Context: an optimization exercise on an open-source flow, tuned for small area, a short achievable clock period and few clock cycles per item. The choices shown serve that exercise and are no tape-out recipe. In this exercise RTL edits were held to simulation tests only and were not proved equivalent to the original. Power is estimated from default activity; no workload was simulated. The flow treats the clock pin as an ideal source, which a real chip does not have.

$ cat flow/design.v
package usc_pkg;
    localparam int CFG_W          = 11;
    localparam int CFG_IDX_W      = 1;
    localparam int COORD_W        = 11;
    localparam int DEF_MAX_WIDTH  = 256;
    localparam int DEF_MAX_HEIGHT = 1024;
    localparam int DEF_PIXEL_BITS = 8;
endpackage
module usc_line_ram #(
    parameter int SPACING = 8,
    parameter int PORTS   = 32,
    parameter int DATA_W  = usc_pkg::DEF_PIXEL_BITS
) (
    input  logic                 i_clk,
    input  logic [PORTS-1:0]     i_sel,
    input  logic [DATA_W-1:0]    i_wdata,
    output logic [DATA_W-1:0]    o_rdata
);
    localparam int RING = SPACING * PORTS;
    logic [RING-1:0][DATA_W-1:0]  r_ring;
    logic [PORTS-1:0][DATA_W-1:0] port_q;
    for (genvar k = 0; k < PORTS; k++) begin : g_port
        assign port_q[k] = i_sel[k] ? r_ring[k * SPACING] : '0;
    end
    for (genvar j = 0; j < RING; j++) begin : g_stage
        localparam int NEXT = (j + 1) % RING;
        if (NEXT % SPACING == 0) begin : g_wr
            always_ff @(posedge i_clk) begin
                if (i_sel[NEXT / SPACING]) begin
                    r_ring[j] <= i_wdata;
                end else begin
                    r_ring[j] <= r_ring[NEXT];
                end
            end
        end else begin : g_sh
            always_ff @(posedge i_clk) begin
                r_ring[j] <= r_ring[NEXT];
            end
        end
    end
    always_comb begin
        o_rdata = '0;
        for (int k = 0; k < PORTS; k++) begin
            o_rdata = o_rdata | port_q[k];
        end
    end
endmodule
module usc_emit #(
    parameter int PIXEL_BITS = usc_pkg::DEF_PIXEL_BITS,
    parameter int CW         = 8,
    parameter int RW         = 10
) (
    input  logic                  i_clk,
    input  logic                  i_rst_n,
    input  logic                  i_valid,
    input  logic [PIXEL_BITS-1:0] i_pix,
    input  logic [PIXEL_BITS-1:0] i_above,
    input  logic                  i_last_row,
    input  logic                  i_last_col,
    output logic                  o_take,
    output logic                  o_res_valid,
    input  logic                  i_res_ready,
    output logic [usc_pkg::COORD_W-1:0] o_res_row,
    output logic [usc_pkg::COORD_W-1:0] o_res_col,
    output logic [PIXEL_BITS-1:0] o_res_pixel,
    output logic                  o_res_run_last,
    output logic                  o_res_frame_end
);
    logic                  r_g_valid;
    logic [PIXEL_BITS-1:0] r_p;
    logic [PIXEL_BITS-1:0] r_above;
    logic [PIXEL_BITS-1:0] r_mid;
    logic [PIXEL_BITS-1:0] r_midprev;
    logic                  r_last_row;
    logic                  r_last_col;
    logic                  r_has_left;
    logic                  r_has_up;
    logic                  has_up;
    logic                  has_left;
    logic                  r_last;
    logic [RW-1:0]         r_row;
    logic [CW-1:0]         r_col;
    logic                  r_rb;
    logic                  r_ra;
    logic                  r_cb;
    logic                  r_ca;
    logic                  r_o_valid;
    logic [RW:0]           r_o_row;
    logic [CW:0]           r_o_col;
    logic [PIXEL_BITS-1:0] r_o_pix;
    logic                  r_o_last;
    logic                  r_o_fend;
    logic [PIXEL_BITS:0]   sum_mid;
    logic [PIXEL_BITS:0]   sum_v;
    logic [PIXEL_BITS:0]   sum_midprev;
    logic [PIXEL_BITS:0]   sum_diag;
    logic                  adv;
    logic                  row_end;
    logic                  col_end;
    logic                  last;
    logic                  load;
    logic                  first_last;
    logic                  next_last;
    assign sum_mid     = {1'b0, r_p} + {1'b0, i_pix};
    assign sum_midprev = {1'b0, r_above} + {1'b0, i_above};
    assign sum_v       = {1'b0, r_above} + {1'b0, r_p};
    assign sum_diag    = {1'b0, r_midprev} + {1'b0, r_mid};
    assign adv     = !r_o_valid || i_res_ready;
    assign row_end = r_last_row ? r_ra : !r_rb;
    assign col_end = r_last_col ? r_ca : !r_cb;
    assign last    = r_last;
    assign has_left   = !r_last_col;
    assign has_up     = r_last_col ? !r_last_row : r_has_up;
    assign first_last = !has_up && !i_last_row && !has_left && !i_last_col;
    assign next_last  = col_end ? ((r_rb ? !r_last_row : r_last_row) && !r_has_left && !r_last_col)
                                : (row_end && (!r_cb || !r_last_col));
    assign load    = i_valid && (!r_g_valid || (adv && last));
    assign o_take  = load;
    always_ff @(posedge i_clk) begin
        if (!i_rst_n) begin
            r_g_valid  <= 1'b0;
            r_o_valid  <= 1'b0;
            r_last_row <= 1'b1;
            r_last_col <= 1'b1;
            r_row      <= '0;
            r_col      <= '0;
        end else begin
            if (adv) begin
                r_o_valid <= r_g_valid;
            end
            if (load) begin
                r_g_valid  <= 1'b1;
                r_last_row <= i_last_row;
                r_last_col <= i_last_col;
                if (r_last_col) begin
                    r_col <= '0;
                    r_row <= r_last_row ? '0 : r_row + 1'b1;
                end else begin
                    r_col <= r_col + 1'b1;
                end
            end else if (adv && last) begin
                r_g_valid  <= 1'b0;
            end
        end
    end
    always_ff @(posedge i_clk) begin
        if (load) begin
            r_last <= first_last;
            r_rb <= has_up;
            r_ra <= 1'b0;
            r_cb <= has_left;
            r_ca <= 1'b0;
        end else if (r_g_valid && adv) begin
            r_last <= next_last;
            if (col_end) begin
                r_cb <= r_has_left;
                r_ca <= 1'b0;
                r_rb <= 1'b0;
                r_ra <= !r_rb;
            end else begin
                r_cb <= 1'b0;
                r_ca <= !r_cb;
            end
        end
    end
    always_ff @(posedge i_clk) begin
        if (load) begin
            r_has_left <= has_left;
            r_has_up   <= has_up;
            r_p       <= i_pix;
            r_above   <= i_above;
            r_mid     <= sum_mid[PIXEL_BITS:1];
            r_midprev <= sum_midprev[PIXEL_BITS:1];
        end
    end
    always_ff @(posedge i_clk) begin
        if (adv && r_g_valid) begin
            r_o_row  <= r_rb ? {r_row - 1'b1, 1'b1} : {r_row, r_ra};
            r_o_col  <= r_cb ? {r_col - 1'b1, 1'b1} : {r_col, r_ca};
            r_o_pix  <= r_rb ? (r_cb ? sum_diag[PIXEL_BITS:1] : sum_v[PIXEL_BITS:1])
                             : (r_cb ? r_mid : r_p);
            r_o_last <= last;
            r_o_fend <= last && r_last_row && r_last_col;
        end
    end
    assign o_res_valid     = r_o_valid;
    assign o_res_row       = usc_pkg::COORD_W'(r_o_row);
    assign o_res_col       = usc_pkg::COORD_W'(r_o_col);
    assign o_res_pixel     = r_o_pix;
    assign o_res_run_last  = r_o_last;
    assign o_res_frame_end = r_o_fend;
endmodule
module image_upscale_2x_averaging #(
    parameter int MAX_WIDTH  = usc_pkg::DEF_MAX_WIDTH,
    parameter int MAX_HEIGHT = usc_pkg::DEF_MAX_HEIGHT,
    parameter int PIXEL_BITS = usc_pkg::DEF_PIXEL_BITS
) (
    input  logic                          i_clk,
    input  logic                          i_rst_n,
    input  logic                          i_cfg_we,
    input  logic [usc_pkg::CFG_IDX_W-1:0] i_cfg_idx,
    input  logic [usc_pkg::CFG_W-1:0]     i_cfg_data,
    input  logic                          i_pix_valid,
    output logic                          o_pix_ready,
    input  logic [PIXEL_BITS-1:0]         i_pix_data,
    output logic                          o_res_valid,
    input  logic                          i_res_ready,
    output logic [usc_pkg::COORD_W-1:0]   o_res_row,
    output logic [usc_pkg::COORD_W-1:0]   o_res_col,
    output logic [PIXEL_BITS-1:0]         o_res_pixel,
    output logic                          o_res_run_last,
    output logic                          o_res_frame_end
);
    localparam int CW = $clog2(MAX_WIDTH);
    localparam int RW = $clog2(MAX_HEIGHT);
    logic [CW-1:0]                  r_last_col;
    logic [RW-1:0]                  r_last_row;
    logic [CW-1:0]                  cw_last_col;
    logic [RW-1:0]                  cw_last_row;
    always_comb begin
        if (i_cfg_data == '0) begin
            cw_last_col = '0;
        end else if (32'(i_cfg_data) > MAX_WIDTH) begin
            cw_last_col = CW'(MAX_WIDTH - 1);
        end else begin
            cw_last_col = CW'(i_cfg_data - 1'b1);
        end
        if (i_cfg_data == '0) begin
            cw_last_row = '0;
        end else if (32'(i_cfg_data) > MAX_HEIGHT) begin
            cw_last_row = RW'(MAX_HEIGHT - 1);
        end else begin
            cw_last_row = RW'(i_cfg_data - 1'b1);
        end
    end
    always_ff @(posedge i_clk) begin
        if (!i_rst_n) begin
            r_last_col <= CW'(MAX_WIDTH - 1);
            r_last_row <= RW'(MAX_HEIGHT - 1);
        end else if (i_cfg_we) begin
            if (i_cfg_idx == 1'b0) r_last_col <= cw_last_col;
            if (i_cfg_idx == 1'b1) r_last_row <= cw_last_row;
        end
    end
    localparam int SPACING = 8;
    localparam int PORTS   = (MAX_WIDTH + SPACING - 1) / SPACING;
    localparam int RING    = SPACING * PORTS;
    localparam int PW      = $clog2(RING);
    localparam int QDEPTH  = 4;
    localparam int QW      = $clog2(QDEPTH);
    logic                  r_ready;
    logic                  r_a_valid;
    logic [PIXEL_BITS-1:0] r_a_pix;
    logic                  r_a_last_row;
    logic                  r_a_last_col;
    logic [CW-1:0]         r_col;
    logic [RW-1:0]         r_row;
    logic                  accept;
    logic                  cur_last_col;
    logic                  cur_last_row;
    assign accept       = i_pix_valid && r_ready;
    assign o_pix_ready  = r_ready;
    assign cur_last_col = (r_col == r_last_col);
    assign cur_last_row = (r_row == r_last_row);
    always_ff @(posedge i_clk) begin
        if (!i_rst_n) begin
            r_col   <= '0;
            r_row   <= '0;
        end else if (accept) begin
            if (cur_last_col) begin
                r_col <= '0;
                r_row <= cur_last_row ? '0 : r_row + 1'b1;
            end else begin
                r_col <= r_col + 1'b1;
            end
        end
    end
    always_ff @(posedge i_clk) begin
        if (accept) begin
            r_a_pix      <= i_pix_data;
            r_a_last_row <= cur_last_row;
            r_a_last_col <= cur_last_col;
        end
    end
    logic [PW-1:0]         r_zero_pos;
    logic [PW-1:0]         r_pos;
    logic [PW-1:0]         zero_pos_n;
    logic [PW-1:0]         pos_n;
    logic [PORTS-1:0]      r_sel;
    logic                  r_step;
    logic                  step_n;
    logic [PW-1:0]         port_n;
    logic [QW:0]           r_q_count;
    logic [QW:0]           q_count_n;
    logic                  r_q_full;
    logic                  r_q_empty;
    logic                  q_full_n;
    logic                  q_empty_n;
    logic                  r_at_port;
    logic                  step;
    logic                  pop;
    logic                  a_valid_n;
    logic [PIXEL_BITS-1:0] above;
    function automatic logic [PW-1:0] ring_dec(input logic [PW-1:0] p);
        logic [PW-1:0] d;
        if (p == '0) begin
            d = PW'(RING - 1);
        end else begin
            d = p - 1'b1;
        end
        ring_dec = d;
    endfunction
    function automatic logic at_port(input logic [PW-1:0] p);
        at_port = ((p % SPACING) == 0);
    endfunction
    assign step       = r_step;
    assign step_n     = a_valid_n && at_port(pos_n) && !q_full_n;
    assign zero_pos_n = ring_dec(r_zero_pos);
    assign port_n     = pos_n / SPACING;
    assign pos_n      = !step ? ring_dec(r_pos) : (r_a_last_col ? zero_pos_n : r_pos);
    assign a_valid_n  = accept || (r_a_valid && !step);
    assign q_count_n  = r_q_count + step - pop;
    assign q_full_n   = (r_q_count == QDEPTH) ? !pop : ((r_q_count == QDEPTH - 1) && step && !pop);
    assign q_empty_n  = (r_q_count == '0) ? !step : ((r_q_count == 1) && pop && !step);
    always_ff @(posedge i_clk) begin
        if (!i_rst_n) begin
            r_zero_pos <= '0;
            r_pos      <= '0;
            r_sel      <= '0;
            r_step     <= 1'b0;
            r_a_valid  <= 1'b0;
            r_q_count  <= '0;
            r_q_full   <= 1'b0;
            r_q_empty  <= 1'b1;
            r_at_port  <= 1'b1;
            r_ready    <= 1'b1;
        end else begin
            r_zero_pos <= zero_pos_n;
            r_pos      <= pos_n;
            r_sel      <= step_n ? (PORTS'(1) << port_n) : '0;
            r_step     <= step_n;
            r_a_valid  <= a_valid_n;
            r_q_count  <= q_count_n;
            r_q_full   <= q_full_n;
            r_q_empty  <= q_empty_n;
            r_at_port  <= at_port(pos_n);
            r_ready    <= !a_valid_n || (at_port(pos_n) && !q_full_n);
        end
    end
    usc_line_ram #(
        .SPACING (SPACING),
        .PORTS   (PORTS),
        .DATA_W  (PIXEL_BITS)
    ) u_line_ram (
        .i_clk      (i_clk),
        .i_sel      (r_sel),
        .i_wdata    (r_a_pix),
        .o_rdata    (above)
    );
    logic [QDEPTH-1:0][PIXEL_BITS-1:0] r_q_pix;
    logic [QDEPTH-1:0][PIXEL_BITS-1:0] r_q_above;
    logic [QDEPTH-1:0][1:0]            r_q_last;
    for (genvar i = 0; i < QDEPTH; i++) begin : g_q
        logic [PIXEL_BITS-1:0] next_pix;
        logic [PIXEL_BITS-1:0] next_above;
        logic [1:0]            next_last;
        if (i < QDEPTH - 1) begin : g_mid
            assign next_pix   = r_q_pix[i + 1];
            assign next_above = r_q_above[i + 1];
            assign next_last  = r_q_last[i + 1];
        end else begin : g_end
            assign next_pix   = r_q_pix[i];
            assign next_above = r_q_above[i];
            assign next_last  = r_q_last[i];
        end
        logic load_here;
        logic load_shift;
        assign load_here  = step && (r_q_count == (QW+1)'(i));
        assign load_shift = step && (r_q_count == (QW+1)'(i + 1));
        always_ff @(posedge i_clk) begin
            if (pop ? load_shift : load_here) begin
                r_q_pix[i]   <= r_a_pix;
                r_q_above[i] <= above;
                r_q_last[i]  <= {r_a_last_row, r_a_last_col};
            end else if (pop) begin
                r_q_pix[i]   <= next_pix;
                r_q_above[i] <= next_above;
                r_q_last[i]  <= next_last;
            end
        end
    end
    usc_emit #(
        .PIXEL_BITS (PIXEL_BITS),
        .CW         (CW),
        .RW         (RW)
    ) u_emit (
        .i_clk           (i_clk),
        .i_rst_n         (i_rst_n),
        .i_valid         (!r_q_empty),
        .i_pix           (r_q_pix[0]),
        .i_above         (r_q_above[0]),
        .i_last_row      (r_q_last[0][1]),
        .i_last_col      (r_q_last[0][0]),
        .o_take          (pop),
        .o_res_valid     (o_res_valid),
        .i_res_ready     (i_res_ready),
        .o_res_row       (o_res_row),
        .o_res_col       (o_res_col),
        .o_res_pixel     (o_res_pixel),
        .o_res_run_last  (o_res_run_last),
        .o_res_frame_end (o_res_frame_end)
    );
endmodule
module upscale2x_top (
    input  logic        i_clk,
    input  logic        i_rst_n,
    input  logic        i_cfg_we,
    input  logic [0:0]  i_cfg_idx,
    input  logic [10:0] i_cfg_data,
    input  logic        i_pix_valid,
    output logic        o_pix_ready,
    input  logic [7:0]  i_pix_data,
    output logic        o_res_valid,
    input  logic        i_res_ready,
    output logic [10:0] o_res_row,
    output logic [10:0] o_res_col,
    output logic [7:0]  o_res_pixel,
    output logic        o_res_run_last,
    output logic        o_res_frame_end
);
    image_upscale_2x_averaging #(
        .MAX_WIDTH  (256),
        .MAX_HEIGHT (1024),
        .PIXEL_BITS (8)
    ) u_core (
        .i_clk           (i_clk),
        .i_rst_n         (i_rst_n),
        .i_cfg_we        (i_cfg_we),
        .i_cfg_idx       (i_cfg_idx),
        .i_cfg_data      (i_cfg_data),
        .i_pix_valid     (i_pix_valid),
        .o_pix_ready     (o_pix_ready),
        .i_pix_data      (i_pix_data),
        .o_res_valid     (o_res_valid),
        .i_res_ready     (i_res_ready),
        .o_res_row       (o_res_row),
        .o_res_col       (o_res_col),
        .o_res_pixel     (o_res_pixel),
        .o_res_run_last  (o_res_run_last),
        .o_res_frame_end (o_res_frame_end)
    );
endmodule
$ cat flow/flow/run.sh
#!/bin/bash
# The standard layout, with clock tree synthesis told not to add dummy loads
export CTS_ARGS="-sink_clustering_enable -repair_clock_nets -sink_clustering_size 25 -sink_clustering_max_diameter 60 -buf_list sky130_fd_sc_hd__clkbuf_16 -dont_use_dummy_load"
bash standard.sh > standard.log 2>&1
$ cat flow/standard.sh
#!/bin/bash
# synth_recipe.tcl (not shown) runs the flow's synth.tcl, then flattens the netlist and writes it again
# the make line also repeats each setting of config.mk as NAME=value (left out here)
make -C /OpenROAD-flow-scripts/flow DESIGN_CONFIG=/design/flow/config.mk WORK_HOME=/design/flow/orfs CLKGATE_MAP_FILE= SYNTH_SCRIPT=/design/flow/synth_recipe.tcl "${@:-finish}"
$ cat flow/config.mk
export PLATFORM = sky130hd
export DESIGN_NAME = upscale2x_top
export DESIGN_NICKNAME = upscale2x_top
export VERILOG_FILES = /design/flow/design.v
export SDC_FILE = /design/flow/constraint.sdc
export NUM_CORES = 4
export LEC_CHECK = 0
export CAP_MARGIN = 20
export CORE_MARGIN = 2
export CORE_UTILIZATION = 75
export CTS_BUF_LIST = sky130_fd_sc_hd__clkbuf_16
export CTS_CLUSTER_DIAMETER = 60
export CTS_CLUSTER_SIZE = 25
export PLACE_DENSITY = 0.85
export SETUP_SLACK_MARGIN = 3.7
export SLEW_MARGIN = 20
$ cat flow/constraint.sdc
create_clock -name core_clock -period 6.0 [get_ports {i_clk}]
set_input_delay 1.2000 -clock core_clock [delete_from_list [all_inputs] [get_ports {i_clk}]]
set_output_delay 1.2000 -clock core_clock [all_outputs]
set_load 0.01 [all_outputs]
==> impl_metrics.tcl, run 1 <==
set metrics [dict create \
    async_reset_ff_frac 0 \
    final_area_um2 63200 \
    clkSinkCount 2312 \
    slew_viol_final 0 \
    grt_pass1_wl_mm 176 \
    grt_max_degree 53 \
    placedInstanceArea_um2 59300 \
    required_ps 4800 \
    cts_hold_buf 0 \
    fp.dieArea_um2 78800 \
    reg2reg_from "u_core.r_pos[0]" \
    r2r_slack_ps 3640 \
    sw_frac_of_total 0.246 \
    hold_start "u_core.u_line_ram.r_ring[511]" \
    start_kind "register" \
    seq_power_share 0.604 \
    io_pins 59 \
    cts_root_buffer "clkbuf_16" \
    grt_pass1_vias 28374 \
    setup_viol 0 \
    clkLatencyLatePin_ps 710 \
    ant_nets 0 \
    dr.pass1.iters 6 \
    grt-ovfl-total 0 \
    viasPerCell 5.69 \
    totalWireLength_mm 122 \
    post_synth.cell_area_avg_um2 16.0 \
    critPathMaxFanout 1 \
    ys_types 75 \
    p_comb_frac 0.122 \
    cpPeakStageDelay_ps 370 \
    die_h_um 281 \
    synthFlopType "dfxtp_1" \
    crit_path_cell_trace "buf_2" \
    period_share 0.404 \
    critPathBufInv 1 \
    cts_inserted_buffers 107 \
    pwr-share-clk 0.273 \
    initialDrtViolationCount 2396 \
    cts_buffer_depth 3 \
    drive_gt1_frac 0.195 \
    fin_worst_skew_ps 94.8 \
    min_path_cells 0 \
    htreeDepth 3 \
    netlist_area_um2 57500 \
    path_class "register to output pin" \
    p_switching_uw 6880 \
    ys_seq_area_frac 0.832 \
    vias 27164 \
    die_x_um 281 \
    worstPathArrival_ps 1220 \
    power.density_nw_per_um2 442 \
    tightest_slew_ps 855 \
    syn_inst 3598 \
    fillers 3183 \
    peakVddDrop_mv 0.294 \
    crit_family "flip-flops" \
    rsz0062_at_grt "yes" \
    syn_to_final_growth_pct 10.0 \
    io_buffer_count 56 \
    worstSetupStartpoint "u_core.u_emit.r_o_pix[5]" \
    start_util 0.756 \
    reg2reg_to "u_core.r_sel[28]" \
    rows 101 \
    hold_violations 0 \
    drc 0 \
    timing.hold.ws_ps 276 \
    r2r_cells 8 \
    hp-class "register to register" \
    crit_slowest_cell "edfxtp_1" \
    max-slew-margin-rel 0.430 \
    grt_antenna_before_repair 3 \
    synth_warnings 3 \
    dp_hpwl_mm 64.7 \
    core_um2 75900 \
    tns_ps 0 \
    status "finished clean" \
    grt.total_usage 0.302 \
    clk_pin_slew_worst_paths_ps 100 \
    tritoncts "built" \
    min_to "u_core.u_line_ram.r_ring[503]" \
    max_cap_viol_count 0 \
    fmax_mhz 412 \
    gp_congestion 0.872 \
    ys_seq_elements 2312 \
    wire_per_inst_um 25.5 \
    period_needed_ps 2420 \
    cp-end-kind "output pin" \
    nets 3815 \
    p_leak_uw 0.0249 \
    internal_power_uw 21100 \
    synth_edf_count 149 \
]
==> cells in the final DEF, fill, tap and decap left out, types with 37 or more instances in the layout <==
cell type,instances
nand2_1,79
clkbuf_16,111
dfxtp_1,2134
edfxtp_1,149
mux2_2,302
nand4_1,49
xor2_1,42
nor2_1,65
buf_4,65
a22oi_1,104
nand3_1,37
xnor2_1,52
==> Yosys cell counts, drive strengths merged (3+ instances only) <==
cell type  count  area [um2]
nand2b         7        43.8
o211ai         4        30.0
or2            3        18.8
a31oi          6        37.5
nor3          16        90.1
fa             5         100
o21bai         4        30.0
nand3b         7        77.6
nand2         87         327
or4            9        67.6
a22oi        129         968
o211a          4        40.0
inv           43         161
xnor2         54         473
a21boi         5        37.5
clkbuf       107         402
mux4           5         113
o21ai         46         230
o21a           9        67.6
and2          14        88.8
mux2i          4        40.0
nand3         48         265
nor3b          5        37.5
a31o           5        43.8
mux2         310        3490
nor4           8        65.1
nor4b          3        32.5
xor2          42         368
and3           9        57.6
a21oi         39         195
nor2          90         338
nor2b         12        75.1
or3            7        45.1
a2111oi        5        68.8
dfxtp       2163       43300
edfxtp       149        4470
buf           11        56.3
a21o           7        52.6
ha            41         513
nand4         49         307
==> power groups by stage <==
stage	Combinational, uW	Sequential, uW	Clock (uW)
after global routing	3650	16900	8120
final	3420	16900	7640
after detailed placement	2660	17200	0
after CTS	2890	16900	7630
after floorplan	2050	17000	0
after global placement	2490	17200	0
==> cells by family after synthesis <==
logic type	Yosys count	synth area share
flops	2312	0.832
simple gates	375	0.0339
mux	319	0.0634
compound gates	287	0.0350
buf+inv	162	0.0108
xor+xnor	96	0.0146
fa+ha+maj	46	0.0107
other cells	1	0.0000653
==> worst register-to-register path, cell delays in order (launching register included) <==
cell and delay [ps]:
dfxtp_2 350, inv_2 100, ha_4 160, nor4b_4 390, o21ai_0 210, o21ai_1 340
o2bb2ai_2 280, nand3_2 260, nor2_2 240
==> area by class of cell <==
| cell class | instances | area (um2) | area share |
|---|---|---|---|
| repair inverters | 1 | 5.00 | 0.0000792 |
| clock buffers | 107 | 2680 | 0.0424 |
| repair buffers | 152 | 1400 | 0.0221 |
| multi-input cells | 1126 | 9790 | 0.155 |
| flip-flops and latches | 2312 | 47900 | 0.757 |
| inverters | 44 | 184 | 0.00291 |
| diodes | 1 | 2.50 | 0.0000396 |
| well taps | 1030 | 1290 | 0.0204 |
==> state kept, by name, indices dropped and copies added, names as in the netlist, 10 cells and up <==
register,flops
u_core.r_row,10
u_core.u_emit.r_o_row,11
u_core.r_last_row,10
u_core.r_q_above,32
u_core.r_sel,32
u_core.r_q_pix,32
u_core.u_line_ram.r_ring,2048
u_core.u_emit.r_row,10
==> through the flow <==
step                setup slack, ps  power, uW  instances  utilization
floorplan                      2830      19100       3599            -
global placement               1680      19600       4600        0.780
detailed placement             1510      19900       4601        0.781
CTS                            3540      27400       4731        0.821
global route                   3520      28700       4772        0.832
finish                         3580      28000       4773        0.832
==> what timing repair did <==
item,CTS,global route
endpoints found under the setup margin,313,140
pin swaps,18,45
cloned,2,6
endpoints found under the hold margin,0,0
buffers inserted,21,34
gates resized for setup,237,114
==> how the worst max path moves through the flow <==
stage                               end  cells after the start
finish                   o_res_pixel[5]                      1
global route             o_res_pixel[5]                      1
CTS                      o_res_pixel[5]                      1
detailed placement  u_core.r_q_above[6]                      7
global placement      u_core.r_q_pix[6]                      7
floorplan           u_core.r_q_count[2]                     13
==> routing by layer <==
| layer | global-route usage | wire length [um] | up-vias |
|---|---|---|---|
| met4 | 0.126 | 5710 | 0 |
| li1 | - | - | 12262 |
| met2 | 0.519 | 60800 | 982 |
| met3 | 0.0439 | 6030 | 325 |
| met1 | 0.387 | 49000 | 13595 |
| met5 | 0 | 0 | - |
Testbench counts, summed over its fixed seeds: cycles 177,538, items 176,616.
==> run 2, diff against run 1 <==
==> flow/flow/run.sh (replaced) <==
#!/bin/bash
# The standard layout, with clock tree synthesis told not to add dummy loads
export CTS_ARGS="-sink_clustering_enable -repair_clock_nets -sink_clustering_size 30 -sink_clustering_max_diameter 70 -buf_list sky130_fd_sc_hd__clkbuf_16 -dont_use_dummy_load"
bash standard.sh > standard.log 2>&1
--- a/flow/config.mk
+++ b/flow/config.mk
@@ -7,10 +7,10 @@
 export LEC_CHECK = 0
 export CAP_MARGIN = 20
 export CORE_MARGIN = 2
-export CORE_UTILIZATION = 75
+export CORE_UTILIZATION = 65
 export CTS_BUF_LIST = sky130_fd_sc_hd__clkbuf_16
 export CTS_CLUSTER_DIAMETER = 60
 export CTS_CLUSTER_SIZE = 25
-export PLACE_DENSITY = 0.85
+export PLACE_DENSITY = 0.75
 export SETUP_SLACK_MARGIN = 3.7
 export SLEW_MARGIN = 20
==> run 2 against run 1 <==
Net effect: synthesized cell count stayed put; flip-flop and latch count stayed put; still clean; first-iteration DRC count is 26% lower; utilization fell by 12 points; non-clock buffer count fell by 11; clock skew decreased by 31 ps; largest power group unchanged; sequential power about the same; highest routed layer unchanged; sequential share of layout area is 0.79 points higher; clock-buffer cell count is 18 lower; critical path depth did not move; synthesized area stayed put.
==> impl_metrics.tcl, run 2 <==
set metrics [dict create \
    status "finished clean" \
    ant_nets 0 \
    synth_top_cell_area_share 0.754 \
    grt_pass1_vias 23937 \
    fp.dieArea_um2 90800 \
    fillers 5503 \
    hold_violations 0 \
    hp-class "register to register" \
    die_x_um 301 \
    synth-adder-area-share 0.0107 \
    ys_top_cells_by_area "dfxtp_1 75%, edfxtp_1 7.8%, mux2_2 6.1%" \
    largest_register_ffs 2048 \
    totalWireLength_mm 95.6 \
    cp-end-kind "output pin" \
    clkSinkCount 2312 \
    rsz0062_at_grt "yes" \
    fmax_mhz 418 \
    synth_warnings 3 \
    clkLatencyLatePin_ps 680 \
    dp_hpwl_mm 56.2 \
    slew_viol_final 0 \
    synth_edf_count 149 \
    grt-ovfl-total 0 \
    vias 24784 \
    multiInputGateArea_um2 9600 \
    cpPeakStageDelay_ps 380 \
    power.density_nw_per_um2 429 \
    post-synth-top-count-cell "dfxtp_1" \
    period_share 0.399 \
    critPathMaxFanout 1 \
    max_cap_viol_count 0 \
    seq_power_share 0.627 \
    ys_seq_elements 2312 \
    cts_inserted_buffers 89 \
    io_buffer_count 56 \
    syn_inst 3598 \
    initialDrtViolationCount 1782 \
    critPathBufInv 1 \
    grt_antenna_before_repair 0 \
    ys_types 75 \
    required_ps 4800 \
    gp_congestion 0.817 \
    async_reset_ff_frac 0 \
    synth_compound_area_frac 0.0350 \
    start_kind "register" \
    finish.utilization 0.711 \
    fin_ws_ps 3610 \
    clk_pin_slew_worst_paths_ps 110 \
    rows 109 \
    post_synth.cell_area_avg_um2 16.0 \
    start_util 0.653 \
    peakVddDrop_mv 0.325 \
    sw_frac_of_total 0.235 \
    die_h_um 301 \
    path_class "register to output pin" \
    worstPathArrival_ps 1190 \
    wire_per_inst_um 19.6 \
    drive_gt1_frac 0.179 \
    tritoncts "built" \
    n_antenna_cell 0 \
    setup_viol 0 \
    tightest_slew_ps 785 \
    grt.total_usage 0.208 \
    nets 3786 \
    post-place-ws_ps 1580 \
    core_um2 88000 \
    max-slew-margin-rel 0.476 \
    grt_max_degree 53 \
    ys_seq_area_frac 0.832 \
    fin_worst_skew_ps 63.4 \
    final_common_cell "dfxtp_1" \
    viasPerCell 5.08 \
    syn_to_final_growth_pct 8.80 \
    synth_area_leader_cell "dfxtp_1" \
    tns_ps 0 \
    yosys-top-cells-count "2163 x dfxtp_1, 310 x mux2_2, 149 x edfxtp_1, 129 x a22oi_1, 107 x clkbuf_1" \
    grt_pass1_wl_mm 141 \
    dr.pass1.iters 5 \
    synthFlopType "dfxtp_1" \
    period_needed_ps 2390 \
    layout_common_cells "2142 x dfxtp_1, 302 x mux2_2, 149 x edfxtp_1" \
    total_power_uw 26800 \
    synth_xor_area_frac 0.0146 \
    muxShareOfSynthArea 0.0634 \
    p_leak_uw 0.0245 \
    htreeDepth 3 \
    crit_slowest_cell "edfxtp_1" \
    regArea_um2 47800 \
    crit_path_cell_trace "buf_2" \
    cts_buffer_depth 3 \
    yosys.area_share.simple 0.0339 \
    final_area_um2 62500 \
    largest_register "u_core.u_line_ram.r_ring" \
    crit_family "flip-flops" \
    cts_root_buffer "clkbuf_16" \
    p_switching_uw 6290 \
    placedInstanceArea_um2 59500 \
    synth_top_family_by_area "multiplexers" \
    netlist_area_um2 57500 \
    drc 0 \
    p_comb_frac 0.117 \
    internal_power_uw 20500 \
    pwr-share-clk 0.256 \
    io_pins 59 \
]
[run 2: final timing paths]
kind / start / to / slack (ps) / cells past startpoint
setup / recovery: u_core.u_emit.r_o_col[8] / o_res_col[8] / 3610 / 1
hold reg to reg: u_core.u_line_ram.r_ring[2017] / u_core.u_line_ram.r_ring[2009] / 310 / 0
setup reg to reg: u_core.u_emit.r_p[2] / u_core.u_emit.r_o_pix[5] / 3750 / 7
hold / removal: u_core.u_line_ram.r_ring[2017] / u_core.u_line_ram.r_ring[2009] / 310 / 0
[run 2: cell type report]
cell class | count | area share
Clock buffer | 89 | 0.0356
Inverter | 44 | 0.00290
Multi-Input combinational cell | 1126 | 0.154
Sequential cell | 2312 | 0.765
Tap cell | 1165 | 0.0233
Timing Repair Buffer | 141 | 0.0195
Timing Repair inverter | 1 | 0.0000801
[run 2: metrics by stage]
stage | hold WS (ps) | std cells
finish | 307 | 4878
global route | 312 | 4878
CTS | 311 | 4851
detailed placement | 312 | 4740
global placement | 309 | 4740
floorplan | 310 | 3599
[run 2: cells by family (layout without fill, tap and decap cells)]
family / count (synthesis) / in the layout
multiplexers: 319 / 319
buffers and inverters: 162 / 275
AO/OA/AOI/OAI: 287 / 287
AND/OR/NAND/NOR: 375 / 376
XOR/XNOR: 96 / 96
other: 1 / 2
adder cells (fa/ha/maj): 46 / 46
flip-flops: 2312 / 2312
[run 2: per-layer routing]
layer / vias to the layer above / wire length [um] / share of wire / GRT usage
li1: 12197 / - / - / -
met1: 12066 / 46800 / 0.49 / 0.305
met2: 405 / 43200 / 0.45 / 0.326
met3: 116 / 3670 / 0.038 / 0.0278
met4: 0 / 1920 / 0.020 / 0.0585
met5: - / 0 / 0 / 0
[run 2: repair_timing]
item | 4_1_cts | 5_1_grt
hold buffers | 0 | 0
buffers inserted | 21 | 24
setup endpoints to repair | 297 | 154
gates cloned | 1 | 3
pin swaps | 11 | 26
resized for setup | 190 | 103
[run 2: power groups by stage]
stage | Sequential [uW] | Clock (uW) | Combinational, uW
floorplan | 17000 | 0 | 2050
global placement | 17100 | 0 | 2570
detailed placement | 17200 | 0 | 2650
CTS | 16800 | 6960 | 2810
global route | 16900 | 7480 | 3430
finish | 16800 | 6850 | 3140
==> run 3, diff against run 2 <==
--- a/flow/config.mk
+++ b/flow/config.mk
@@ -12,5 +12,5 @@
 export CTS_CLUSTER_DIAMETER = 60
 export CTS_CLUSTER_SIZE = 25
 export PLACE_DENSITY = 0.75
-export SETUP_SLACK_MARGIN = 3.7
+export SETUP_SLACK_MARGIN = 3.6
 export SLEW_MARGIN = 20
==> run 3 against run 2 <==
Net effect: worst hold slack worse by 12 ps; final cell count is 0.49% lower; sequential power hardly changed; critical endpoint is now o_res_row[10]; largest cell class unchanged; largest power group unchanged.
==> impl_metrics.tcl, run 3 <==
set metrics [dict create \
    status "finished clean" \
    ant_nets 0 \
    synth_xor_area_frac 0.0146 \
    synth_area_leader_cell "dfxtp_1" \
    synth_top_cell_area_share 0.754 \
    path_class "register to output pin" \
    dr.pass1.iters 5 \
    final_common_cell "dfxtp_1" \
    setup_viol 0 \
    largest_register "u_core.u_line_ram.r_ring" \
    power.density_nw_per_um2 428 \
    grt_antenna_before_repair 0 \
    r2r_slack_ps 3640 \
    post_synth.cell_area_avg_um2 16.0 \
    netlist_area_um2 57500 \
    use_met2 0.333 \
    core_um2 88000 \
    cts_root_buffer "clkbuf_16" \
    crit_path_cell_trace "buf_2" \
    period_needed_ps 2390 \
    period_share 0.399 \
    crit_slowest_cell "edfxtp_1" \
    reg2reg_from "u_core.r_sel[14]" \
    required_ps 4800 \
    die_x_um 301 \
    start_kind "register" \
    viasPerCell 5.10 \
    synth_warnings 3 \
    start_util 0.653 \
    nets 3762 \
    max-slew-margin-rel 0.423 \
    post-synth-top-count-cell "dfxtp_1" \
    r2r_cells 5 \
    ys_top_cells_by_area "dfxtp_1 75%, edfxtp_1 7.8%, mux2_2 6.1%" \
    totalWireLength_mm 96.0 \
    fmax_mhz 418 \
    synth_compound_area_frac 0.0350 \
    drive_gt1_frac 0.163 \
    grt_max_degree 53 \
    tns_ps 0 \
    peakVddDrop_mv 0.272 \
    crit_end "o_res_row[10]" \
    slew_viol_final 0 \
    largest_register_ffs 2048 \
    htreeDepth 3 \
    clkLatencyLatePin_ps 680 \
    p_leak_uw 0.0243 \
    min_path_cells 0 \
    clkSinkCount 2312 \
    grt.total_usage 0.210 \
    critPathMaxFanout 1 \
    yosys-top-cells-count "2163 x dfxtp_1, 310 x mux2_2, 149 x edfxtp_1, 129 x a22oi_1, 107 x clkbuf_1" \
    grt_pass1_vias 24253 \
    crit_family "flip-flops" \
    io_pins 59 \
    max_cap_viol_count 0 \
    rows 109 \
    path_depth 1 \
    synth-adder-area-share 0.0107 \
    fp.dieArea_um2 90800 \
    cts_inserted_buffers 89 \
    fin_worst_skew_ps 67.8 \
    async_reset_ff_frac 0 \
    worstSetupStartpoint "u_core.u_emit.r_o_row[10]" \
    hp-class "register to register" \
    synth_top_family_by_area "multiplexers" \
    met3_usage 0.0306 \
    ys_seq_elements 2312 \
    yosys.area_share.simple 0.0339 \
    vias 24773 \
    drc 0 \
    cpPeakStageDelay_ps 390 \
    ys_types 75 \
    wire_per_inst_um 19.8 \
    hold_violations 0 \
    initialDrtViolationCount 1593 \
    synth_edf_count 149 \
    ys_seq_area_frac 0.832 \
    gp_congestion 0.833 \
    clk_pin_slew_worst_paths_ps 100 \
    worstPathArrival_ps 1190 \
    met1_usage 0.304 \
    timing.hold.ws_ps 295 \
    fillers 5525 \
    die_h_um 301 \
    busiest_layer "met2" \
    syn_to_final_growth_pct 7.95 \
    reg2reg_to "u_core.r_q_above[6]" \
    dp_hpwl_mm 58.4 \
    cp-end-kind "output pin" \
    syn_inst 3598 \
    critPathBufInv 1 \
    grt-ovfl-total 0 \
    layout_common_cells "2141 x dfxtp_1, 302 x mux2_2, 149 x edfxtp_1" \
    grt_pass1_wl_mm 143 \
    n_antenna_cell 0 \
    cts_buffer_depth 3 \
    tightest_slew_ps 866 \
    muxShareOfSynthArea 0.0634 \
    synthFlopType "dfxtp_1" \
    rsz0062_at_grt "yes" \
    io_buffer_count 56 \
    tritoncts "built" \
]
run 3: cell counts after synthesis:
No cell type changed its count.
run 3: cell families (layout without fill, tap and decap cells):
logic type / after synthesis / in the layout
mux: 319 / 319
xor+xnor: 96 / 96
simple gates: 375 / 376
flops: 2312 / 2312
buf+inv: 162 / 251
compound gates: 287 / 287
fa+ha+maj: 46 / 46
other cells: 1 / 2
run 3: per-layer routing:
layer,up-vias,share of wire,routed length (um)
met5,-,0,0
met4,0,0.020,1900
met3,120,0.040,3830
met2,409,0.46,44000
met1,12107,0.48,46200
li1,12137,-,-
run 3: stage by stage:
| step | total power (uW) | setup WS (ps) | util | area (um2) | instances |
|---|---|---|---|---|---|
| after floorplan | 19100 | 2830 | - | 57700 | 3599 |
| after global placement | 19700 | 1740 | 0.676 | 59500 | 4739 |
| after CTS | 26500 | 3540 | 0.702 | 61800 | 4838 |
| after detailed placement | 19800 | 1630 | 0.676 | 59500 | 4739 |
| final | 26500 | 3610 | 0.705 | 62000 | 4854 |
| after global routing | 27600 | 3550 | 0.705 | 62000 | 4854 |
run 3: report_power, final:
part	internal [uW]	switching, uW
clock network	2680	4150
logic	1280	1620
registers	16400	393
run 3: layout make-up:
type	instances	area (um2)	share of cell area
Multi-Input combinational cell	1126	9420	0.152
Sequential cell	2312	47800	0.771
Clock buffer	89	2230	0.0359
Timing Repair Buffer	118	928	0.0150
Tap cell	1165	1460	0.0235
Inverter	44	181	0.00293
run 3: worst min-delay path by stage:
stage                                   start                        endpoint
6_report         u_core.u_line_ram.r_ring[76]    u_core.u_line_ram.r_ring[68]
3_5_place_dp     u_core.u_line_ram.r_ring[30]    u_core.u_line_ram.r_ring[22]
4_1_cts         u_core.u_line_ram.r_ring[929]   u_core.u_line_ram.r_ring[921]
3_3_place_gp   u_core.u_line_ram.r_ring[1168]  u_core.u_line_ram.r_ring[1160]
2_1_floorplan     u_core.u_line_ram.r_ring[8]     u_core.u_line_ram.r_ring[0]
5_1_grt         u_core.u_line_ram.r_ring[665]   u_core.u_line_ram.r_ring[657]
run 3: what timing repair did:
| action | CTS | global route |
|---|---|---|
| gates resized for setup | 179 | 45 |
| setup endpoints to repair | 275 | 112 |
| endpoints found under the hold margin | 0 | 0 |
| gates cloned | 1 | 0 |
| buffers inserted | 9 | 16 |
| hold buffers | 0 | 0 |
| pin swaps | 8 | 18 |
==> run 4, diff against run 3 <==
==> flow/flow/run.sh (replaced) <==
#!/bin/bash
# The standard layout, with clock tree synthesis told not to add dummy loads
export CTS_ARGS="-sink_clustering_enable -repair_clock_nets -sink_clustering_size 30 -sink_clustering_max_diameter 70 -buf_list sky130_fd_sc_hd__clkbuf_16 -dont_use_dummy_load"
bash standard.sh MATCH_CELL_FOOTPRINT=0 finish > standard.log 2>&1
--- a/flow/config.mk
+++ b/flow/config.mk
@@ -9,8 +9,8 @@
 export CORE_MARGIN = 2
 export CORE_UTILIZATION = 65
 export CTS_BUF_LIST = sky130_fd_sc_hd__clkbuf_16
-export CTS_CLUSTER_DIAMETER = 60
-export CTS_CLUSTER_SIZE = 25
+export CTS_CLUSTER_DIAMETER = 70
+export CTS_CLUSTER_SIZE = 30
 export PLACE_DENSITY = 0.75
-export SETUP_SLACK_MARGIN = 3.6
+export SETUP_SLACK_MARGIN = 3.7
 export SLEW_MARGIN = 20
==> run 4 against run 3 <==
Net effect: clock-buffer cell count is the same; die area is the same; critical path type unchanged; clock power is essentially flat; via count grew 0.47%; non-clock buffer count grew 25; highest routed layer unchanged; still clean; largest cell class unchanged; sequential power is essentially flat; flip-flop and latch count is the same.
==> impl_metrics.tcl, run 4 <==
set metrics [dict create \
    largest_register_ffs 2048 \
    grt_max_degree 50 \
    stdcell_count 4879 \
    nets 3787 \
    synth_top_family_by_area "multiplexers" \
    max_cap_viol_count 0 \
    start_util 0.653 \
    tns_ps 0 \
    cts_hold_buf 0 \
    worstPathArrival_ps 1200 \
    ys_top_cells_by_area "dfxtp_1 75%, edfxtp_1 7.8%, mux2_2 6.1%" \
    die_h_um 301 \
    largest_register "u_core.u_line_ram.r_ring" \
    post_synth.cell_area_avg_um2 16.0 \
    die_x_um 301 \
    gp_congestion 0.857 \
    r2r_cells 5 \
    crit_family "flip-flops" \
    clkSinkCount 2312 \
    hp-class "register to register" \
    power.density_nw_per_um2 428 \
    drive_gt1_frac 0.176 \
    setup_viol 0 \
    grt.total_usage 0.207 \
    yosys-top-cells-count "2163 x dfxtp_1, 310 x mux2_2, 149 x edfxtp_1, 129 x a22oi_1, 107 x clkbuf_1" \
    fmax_mhz 417 \
    cp-end-kind "output pin" \
    critPathMaxFanout 1 \
    ys_types 75 \
    dp_hpwl_mm 57.3 \
    muxShareOfSynthArea 0.0634 \
    critPathBufInv 1 \
    cpPeakStageDelay_ps 410 \
    synth_xor_area_frac 0.0146 \
    grt_pass1_wl_mm 141 \
    grt_antenna_before_repair 1 \
    cts_root_buffer "clkbuf_16" \
    synth_edf_count 149 \
    totalWireLength_mm 94.8 \
    vias 24889 \
    required_ps 4800 \
    reg2reg_to "u_core.r_q_above[3]" \
    timing.hold.ws_ps 311 \
    synthFlopType "dfxtp_1" \
    period_share 0.400 \
    final_common_cell "dfxtp_1" \
    path_class "register to output pin" \
    tritoncts "built" \
    period_needed_ps 2400 \
    max-slew-margin-rel 0.468 \
    status "finished clean" \
    start_kind "register" \
    rsz0062_at_grt "yes" \
    ant_nets 0 \
    reg2reg_from "u_core.r_sel[24]" \
    viasPerCell 5.10 \
    yosys.area_share.simple 0.0339 \
    ys_seq_area_frac 0.832 \
    grt_pass1_vias 23953 \
    clk_pin_slew_worst_paths_ps 100 \
    post-synth-top-count-cell "dfxtp_1" \
    n_antenna_cell 0 \
    synth-adder-area-share 0.0107 \
    synth_area_leader_cell "dfxtp_1" \
    synth_compound_area_frac 0.0350 \
    hold_start "u_core.u_line_ram.r_ring[735]" \
    min_path_cells 0 \
    drc 0 \
    htreeDepth 3 \
    slew_viol_final 0 \
    crit_slowest_cell "edfxtp_1" \
    tightest_slew_ps 798 \
    initialDrtViolationCount 1655 \
    dp.cells 4742 \
    io_pins 59 \
    ys_seq_elements 2312 \
    min_to "u_core.u_line_ram.r_ring[727]" \
    finish.utilization 0.711 \
    cts_buffer_depth 3 \
    dr.pass1.iters 7 \
    synth_top_cell_area_share 0.754 \
    io_buffer_count 56 \
    grt-ovfl-total 0 \
    clkLatencyLatePin_ps 670 \
    r2r_slack_ps 3700 \
    layout_common_cells "2143 x dfxtp_1, 302 x mux2_2, 149 x edfxtp_1" \
    core_um2 88000 \
    crit_path_cell_trace "clkbuf_2" \
    async_reset_ff_frac 0 \
    p_leak_uw 0.0246 \
    peakVddDrop_mv 0.306 \
    netlist_area_um2 57500 \
    syn_to_final_growth_pct 8.90 \
    cts_inserted_buffers 89 \
    hold_violations 0 \
    fp.dieArea_um2 90800 \
    syn_inst 3598 \
    synth_warnings 3 \
    fin_worst_skew_ps 65.6 \
    wire_per_inst_um 19.4 \
    rows 109 \
]
-- run 4: cell counts after synthesis --
Identical to the previous run, type by type.
-- run 4: where the power goes --
group / switching, uW / internal, uW / total, uW / leakage, uW
Clock: 4130 / 2680 / 6810 / 0.00110
Sequential: 395 / 16400 / 16800 / 0.0188
Combinational: 1730 / 1420 / 3150 / 0.00467
-- run 4: per-layer routing --
metal	wire length (um)	global-route usage	part of all wire	vias up
met2	42700	0.321	0.45	438
met5	0	0	0	-
li1	-	-	-	12202
met3	4010	0.0286	0.042	130
met4	2350	0.0621	0.025	0
met1	45800	0.307	0.48	12119
-- run 4: kinds of logic (layout without fill, tap and decap cells) --
family | count (synthesis) | in the layout
fa+ha+maj | 46 | 46
simple gates | 375 | 376
flops | 2312 | 2312
buf+inv | 162 | 276
mux | 319 | 319
xor+xnor | 96 | 96
compound gates | 287 | 287
other cells | 1 | 2
-- run 4: worst max-delay path by stage --
| stage | startpoint | endpoint | slack [ps] | depth (start not counted) |
|---|---|---|---|---|
| after global routing | u_core.u_emit.r_o_pix[7] | o_res_pixel[7] | 3550 | 1 |
| after floorplan | i_res_ready | u_core.r_q_count[2] | 2830 | 13 |
| after detailed placement | i_res_ready | u_core.r_q_above[0] | 1660 | 7 |
| after CTS | u_core.u_emit.r_o_pix[7] | o_res_pixel[7] | 3540 | 1 |
| final | u_core.u_emit.r_o_pix[7] | o_res_pixel[7] | 3600 | 1 |
| after global placement | i_res_ready | u_core.r_q_above[6] | 1710 | 7 |
-- run 4: area by class of cell --
class | count | area, um2
Timing Repair Buffer | 143 | 1270
Inverter | 44 | 185
Tap cell | 1165 | 1460
Sequential cell | 2312 | 47800
Fill cell | 5549 | 25400
Clock buffer | 89 | 2230
Multi-Input combinational cell | 1126 | 9600
-- run 4: stage by stage --
stage               cell area [um2]  setup slack (ps)  power [uW]
floorplan                     57700              2830       19100
global placement              59500              1710       19700
detailed placement            59500              1660       19800
CTS                           62100              3540       26600
global route                  62600              3550       27800
finish                        62600              3600       26800
-- run 4: what timing repair did --
action / CTS / global route
resized for setup: 145 / 68
setup endpoints to repair: 312 / 148
gates cloned: 4 / 1
pin swaps: 12 / 15
hold endpoints to repair: 0 / 0
setup buffers: 24 / 19
==> run 5, diff against run 4 <==
==> flow/flow/run.sh (replaced) <==
#!/bin/bash
# The standard layout, with clock tree synthesis told not to add dummy loads
export CTS_ARGS="-sink_clustering_enable -repair_clock_nets -sink_clustering_size 30 -sink_clustering_max_diameter 70 -buf_list sky130_fd_sc_hd__clkbuf_16 -dont_use_dummy_load"
bash standard.sh > standard.log 2>&1
==> run 5 against run 4 <==
Net effect: first-iteration DRC count is 7.7% higher; sequential power hardly changed; maximum frequency is 0.24% higher; clock-buffer cell count stayed put; via count is 0.42% lower; still clean on timing, DRC and antenna; utilization is 0.065 points lower; register-to-register slack better by 50 ps; global-route usage hardly changed; final cell count hardly changed; critical endpoint is now o_res_col[8]; synthesized cell count stayed put.
==> impl_metrics.tcl, run 5 <==
set metrics [dict create \
    status "finished clean" \
    post-synth-top-count-cell "dfxtp_1" \
    io_buffer_count 56 \
    final_area_um2 62500 \
    grt_antenna_before_repair 0 \
    synthFlopType "dfxtp_1" \
    initialDrtViolationCount 1782 \
    start_kind "register" \
    synth_area_leader_cell "dfxtp_1" \
    largest_register_ffs 2048 \
    tns_ps 0 \
    crit_path_cell_trace "buf_2" \
    dp_hpwl_mm 56.2 \
    ys_seq_elements 2312 \
    period_needed_ps 2390 \
    synth_edf_count 149 \
    netlist_area_um2 57500 \
    critPathBufInv 1 \
    die_x_um 301 \
    vias 24784 \
    cts_inserted_buffers 89 \
    rsz0062_at_grt "yes" \
    setup_viol 0 \
    drc 0 \
    start_util 0.653 \
    largest_register "u_core.u_line_ram.r_ring" \
    yosys-top-cells-count "2163 x dfxtp_1, 310 x mux2_2, 149 x edfxtp_1, 129 x a22oi_1, 107 x clkbuf_1" \
    core_um2 88000 \
    ant_nets 0 \
    grt.total_usage 0.208 \
    critPathMaxFanout 1 \
    required_ps 4800 \
    clk_pin_slew_worst_paths_ps 110 \
    cts_buffer_depth 3 \
    ys_types 75 \
    synth_top_cell_area_share 0.754 \
    gp_congestion 0.817 \
    io_pins 59 \
    max-slew-margin-rel 0.476 \
    clkLatencyLatePin_ps 680 \
    layout_common_cells "2142 x dfxtp_1, 302 x mux2_2, 149 x edfxtp_1" \
    viasPerCell 5.08 \
    hold_violations 0 \
    worstPathArrival_ps 1190 \
    cts_root_buffer "clkbuf_16" \
    peakVddDrop_mv 0.325 \
    ys_top_cells_by_area "dfxtp_1 75%, edfxtp_1 7.8%, mux2_2 6.1%" \
    p_leak_uw 0.0245 \
    die_h_um 301 \
    cp-end-kind "output pin" \
    crit_slowest_cell "edfxtp_1" \
    period_share 0.399 \
    hp-class "register to register" \
    cpPeakStageDelay_ps 380 \
    path_class "register to output pin" \
    power.density_nw_per_um2 429 \
    cts_hold_buf 0 \
    ys_seq_area_frac 0.832 \
    fillers 5503 \
    nets 3786 \
    post_synth.cell_area_avg_um2 16.0 \
    wire_per_inst_um 19.6 \
    fin_worst_skew_ps 63.4 \
    syn_to_final_growth_pct 8.80 \
    htreeDepth 3 \
    drive_gt1_frac 0.179 \
    fmax_mhz 418 \
    synth_warnings 3 \
    async_reset_ff_frac 0 \
    fp.dieArea_um2 90800 \
    crit_family "flip-flops" \
    tightest_slew_ps 785 \
    grt_max_degree 53 \
    clkSinkCount 2312 \
    grt_pass1_wl_mm 141 \
    syn_inst 3598 \
    dr.pass1.iters 5 \
    grt-ovfl-total 0 \
    tritoncts "built" \
    placedInstanceArea_um2 59500 \
    slew_viol_final 0 \
    rows 109 \
    grt_pass1_vias 23937 \
    max_cap_viol_count 0 \
    totalWireLength_mm 95.6 \
    n_antenna_cell 0 \
    final_common_cell "dfxtp_1" \
]
==> run 5: metal layers <==
metal  part of all wire  routed length [um]  GRT usage  vias up
li1                   -                   -          -    12197
met1               0.49               46800      0.305    12066
met2               0.45               43200      0.326      405
met3              0.038                3670     0.0278      116
met4              0.020                1920     0.0585        0
met5                  0                   0          0        -
==> run 5: power breakdown <==
part,switching (uW),internal [uW]
sequential,391,16400
clock,4170,2680
combinational,1730,1410
total,6290,20500
==> run 5: cell type report <==
cell class | count | area, um2 | share of cell area
repair inverters | 1 | 5.00 | 0.0000801
clock buffers | 89 | 2230 | 0.0356
well taps | 1165 | 1460 | 0.0233
inverters | 44 | 181 | 0.00290
multi-input cells | 1126 | 9600 | 0.154
flip-flops and latches | 2312 | 47800 | 0.765
repair buffers | 141 | 1220 | 0.0195
==> run 5: path summary, 6_finish.rpt <==
path                                                  endpoint                           start  slack (ps)  depth (start not counted)
worst max register to register        u_core.u_emit.r_o_pix[5]            u_core.u_emit.r_p[2]        3750                          7
worst min register to register  u_core.u_line_ram.r_ring[2009]  u_core.u_line_ram.r_ring[2017]         310                          0
worst max-delay path                              o_res_col[8]        u_core.u_emit.r_o_col[8]        3610                          1
worst min-delay path            u_core.u_line_ram.r_ring[2009]  u_core.u_line_ram.r_ring[2017]         310                          0
==> run 5: kinds of logic after synthesis <==
| family | count (synthesis) | synth area share |
|---|---|---|
| DFF | 2312 | 0.832 |
| and+or+nand+nor | 375 | 0.0339 |
| muxes | 319 | 0.0634 |
| AOI/OAI and AO/OA | 287 | 0.0350 |
| buffers and inverters | 162 | 0.0108 |
| xor gates and xnor gates | 96 | 0.0146 |
| adders and majority gates | 46 | 0.0107 |
| other | 1 | 0.0000653 |
==> run 5: stage by stage <==
step                      hold slack, ps  total power, uW  setup slack (ps)  cells   util
after floorplan                      310            19100              2830   3599      -
after global placement               309            19700              1710   4740  0.676
after detailed placement             312            19800              1580   4740  0.676
after CTS                            311            26600              3560   4851  0.704
after global routing                 312            27800              3550   4878  0.711
final                                307            26800              3610   4878  0.711
==> run 5: timing repair <==
action,in CTS,in global routing
hold endpoints to repair,0,0
buffers inserted,21,24
resized for setup,190,103
endpoints found under the setup margin,297,154
gates cloned,1,3
pin swaps,11,26
==> run 6, diff against run 5 <==
--- a/flow/config.mk
+++ b/flow/config.mk
@@ -7,10 +7,10 @@
 export LEC_CHECK = 0
 export CAP_MARGIN = 20
 export CORE_MARGIN = 2
-export CORE_UTILIZATION = 65
+export CORE_UTILIZATION = 60
 export CTS_BUF_LIST = sky130_fd_sc_hd__clkbuf_16
 export CTS_CLUSTER_DIAMETER = 70
 export CTS_CLUSTER_SIZE = 30
-export PLACE_DENSITY = 0.75
+export PLACE_DENSITY = 0.7
 export SETUP_SLACK_MARGIN = 3.7
 export SLEW_MARGIN = 20
==> run 6 against run 5 <==
Net effect: still clean on timing, DRC and antenna; die area rose by 8.2%; clock skew down 9.7 ps; setup slack got worse by 8.5 ps; flip-flop and latch count unchanged; maximum frequency down 0.35%; utilization shrank 5.2 points; worst hold slack got worse by 21 ps; cell area up 0.16%; largest cell class unchanged; largest power group unchanged; highest routed layer unchanged.
==> impl_metrics.tcl, run 6 <==
set metrics [dict create \
    status "finished clean" \
    stdcell_count 4981 \
    core_um2 95000 \
    final_common_cell "dfxtp_1" \
    fp.dieArea_um2 98300 \
    yosys-top-cells-count "2163 x dfxtp_1, 310 x mux2_2, 149 x edfxtp_1, 129 x a22oi_1, 107 x clkbuf_1" \
    min_to "u_core.u_line_ram.r_ring[872]" \
    max_cap_viol_count 0 \
    cp-end-kind "output pin" \
    io_pins 59 \
    critPathBufInv 1 \
    ys_seq_elements 2312 \
    p_leak_uw 0.0245 \
    totalWireLength_mm 95.0 \
    power.density_nw_per_um2 428 \
    viasPerCell 4.99 \
    synth_warnings 3 \
    cpPeakStageDelay_ps 380 \
    netlist_area_um2 57500 \
    grt_max_degree 53 \
    crit_path_cell_trace "buf_2" \
    grt_pass1_wl_mm 143 \
    finish.utilization 0.659 \
    syn_to_final_growth_pct 8.97 \
    placedInstanceArea_um2 59600 \
    critPathMaxFanout 1 \
    fmax_mhz 417 \
    seq_power_share 0.626 \
    die_h_um 313 \
    p_switching_uw 6270 \
    r2r_cells 7 \
    dp.cells 4840 \
    synth_top_cell_area_share 0.754 \
    vias 24840 \
    cts_hold_buf 0 \
    rows 113 \
    hold_violations 0 \
    tns_ps 0 \
    die_x_um 313 \
    tritoncts "built" \
    internal_power_uw 20600 \
    crit_slowest_cell "edfxtp_1" \
    tightest_slew_ps 808 \
    n_antenna_cell 0 \
    period_share 0.400 \
    drc 0 \
    wire_per_inst_um 19.1 \
    slew_viol_final 0 \
    layout_common_cells "2140 x dfxtp_1, 302 x mux2_2, 149 x edfxtp_1" \
    cts_root_buffer "clkbuf_16" \
    clkLatencyLatePin_ps 670 \
    p_comb_frac 0.116 \
    rsz0062_at_grt "yes" \
    synth_area_leader_cell "dfxtp_1" \
    initialDrtViolationCount 1550 \
    pwr-share-clk 0.257 \
    reg2reg_to "u_core.u_emit.r_o_pix[5]" \
    nets 3789 \
    period_needed_ps 2400 \
    r2r_slack_ps 3710 \
    hold_start "u_core.u_line_ram.r_ring[880]" \
    largest_register "u_core.u_line_ram.r_ring" \
    post-synth-top-count-cell "dfxtp_1" \
    io_buffer_count 56 \
    clkSinkCount 2312 \
    synthFlopType "dfxtp_1" \
    hp-class "register to register" \
    gp_congestion 0.816 \
    peakVddDrop_mv 0.267 \
    final_area_um2 62600 \
    worstPathArrival_ps 1200 \
    ys_types 75 \
    crit_family "flip-flops" \
    grt_antenna_before_repair 1 \
    clk_pin_slew_worst_paths_ps 110 \
    synth_edf_count 149 \
    post_synth.cell_area_avg_um2 16.0 \
    htreeDepth 3 \
    drive_gt1_frac 0.177 \
    sw_frac_of_total 0.234 \
    ys_seq_area_frac 0.832 \
    max-slew-margin-rel 0.461 \
    grt_pass1_vias 24180 \
    start_kind "register" \
    dr.pass1.iters 5 \
    grt-ovfl-total 0 \
    required_ps 4800 \
    setup_viol 0 \
    cts_buffer_depth 3 \
    async_reset_ff_frac 0 \
    start_util 0.605 \
    fin_worst_skew_ps 53.7 \
    grt.total_usage 0.192 \
    largest_register_ffs 2048 \
    ant_nets 0 \
    total_power_uw 26800 \
    dp_hpwl_mm 57.7 \
    cts_inserted_buffers 91 \
    min_path_cells 0 \
    path_class "register to output pin" \
    ys_top_cells_by_area "dfxtp_1 75%, edfxtp_1 7.8%, mux2_2 6.1%" \
    syn_inst 3598 \
    reg2reg_from "u_core.u_emit.r_p[2]" \
]
[run 6: cell counts after synthesis]
No cell type changed its count.
[run 6: final cells by class]
| type | instances | area [um2] |
|---|---|---|
| tap | 1265 | 1580 |
| fill | 6563 | 32400 |
| sequential | 2312 | 47800 |
| inverter | 44 | 181 |
| clock buffer | 91 | 2280 |
| multi-input combinational | 1126 | 9560 |
| timing repair buffer | 143 | 1190 |
[run 6: power groups by stage]
stage,logic [uW],registers [uW],clock network (uW)
finish,3120,16800,6910
global route,3480,16900,7610
CTS,2880,16800,7060
detailed placement,2670,17200,0
global placement,2610,17100,0
floorplan,2050,17000,0
[run 6: metal layers]
| layer | routed length, um | vias up | GRT usage |
|---|---|---|---|
| met1 | 47200 | 12138 | 0.284 |
| met5 | 0 | - | 0 |
| met2 | 42500 | 338 | 0.302 |
| met3 | 3500 | 136 | 0.0286 |
| met4 | 1800 | 0 | 0.0468 |
| li1 | - | 12228 | - |
[run 6: how the worst max path moves through the flow]
stage,start,endpoint,slack [ps],cells past startpoint
after floorplan,i_res_ready,u_core.r_q_count[2],2830,13
after global placement,i_res_ready,u_core.r_q_above[6],1680,7
after detailed placement,i_res_ready,u_core.r_q_pix[2],1600,7
after CTS,u_core.u_emit.r_o_row[10],o_res_row[10],3530,1
after global routing,u_core.u_emit.r_o_row[8],o_res_row[8],3510,1
final,u_core.u_emit.r_o_row[10],o_res_row[10],3600,1
[run 6: cells by family after synthesis]
logic type	count (synthesis)	synth area share
multiplexers	319	0.0634
adder cells (fa/ha/maj)	46	0.0107
AND/OR/NAND/NOR	375	0.0339
other	1	0.0000653
buffers and inverters	162	0.0108
XOR/XNOR	96	0.0146
AO/OA/AOI/OAI	287	0.0350
flip-flops	2312	0.832
[run 6: timing repair]
item                                    4_1_cts  5_1_grt
buffers inserted                             35       12
pin swaps                                    17       25
endpoints found under the setup margin      296      150
gates cloned                                  1        2
resized for setup                           205       65
[run 6: stage by stage]
step                      hold slack, ps  setup WS, ps
after floorplan                      310          2830
after global placement               310          1680
after detailed placement             312          1600
after CTS                            292          3530
after global routing                 293          3510
final                                286          3600

re-timing with driven ports:
No port has a modelled driver above. Below, the same layouts with a new extraction and two added sets of constraints. Step 1 (the two cells are an assumption about what drives the block):
set clk [get_ports {i_clk}]
set_driving_cell -lib_cell sky130_fd_sc_hd__clkbuf_16 $clk
set_driving_cell -lib_cell sky130_fd_sc_hd__buf_2 [delete_from_list [all_inputs] $clk]
Step 2 times the ports against the registers' clock, not the clock port: input delays grow and output delays shrink by t, the midpoint of the rising clock arrivals with the driver on. Slacks: ideal / step 1 / step 2; pairs: ideal / step 1.
| run | t (ns) | slack for setup (ns) | worst hold slack (ns) |
|---|---|---|---|
| run 1 | 0.737 | 3.575 / 3.504 / 2.878 | 0.276 / 0.276 / 0.276 |
| run 2 | 0.703 | 3.608 / 3.546 / 2.994 | 0.307 / 0.307 / 0.307 |
| run 3 | 0.705 | 3.607 / 3.544 / 2.941 | 0.295 / 0.295 / 0.295 |
| run 4 | 0.703 | 3.603 / 3.540 / 2.939 | 0.311 / 0.311 / 0.311 |
| run 5 | 0.703 | 3.608 / 3.546 / 2.994 | 0.307 / 0.307 / 0.307 |
| run 6 | 0.717 | 3.600 / 3.534 / 2.980 | 0.286 / 0.286 / 0.286 |
After both steps setup and hold are still met in every run listed. For run 1, which loses most, drivers alone change the setup slack by -0.071 ns; drivers and shift together by -0.697 ns.
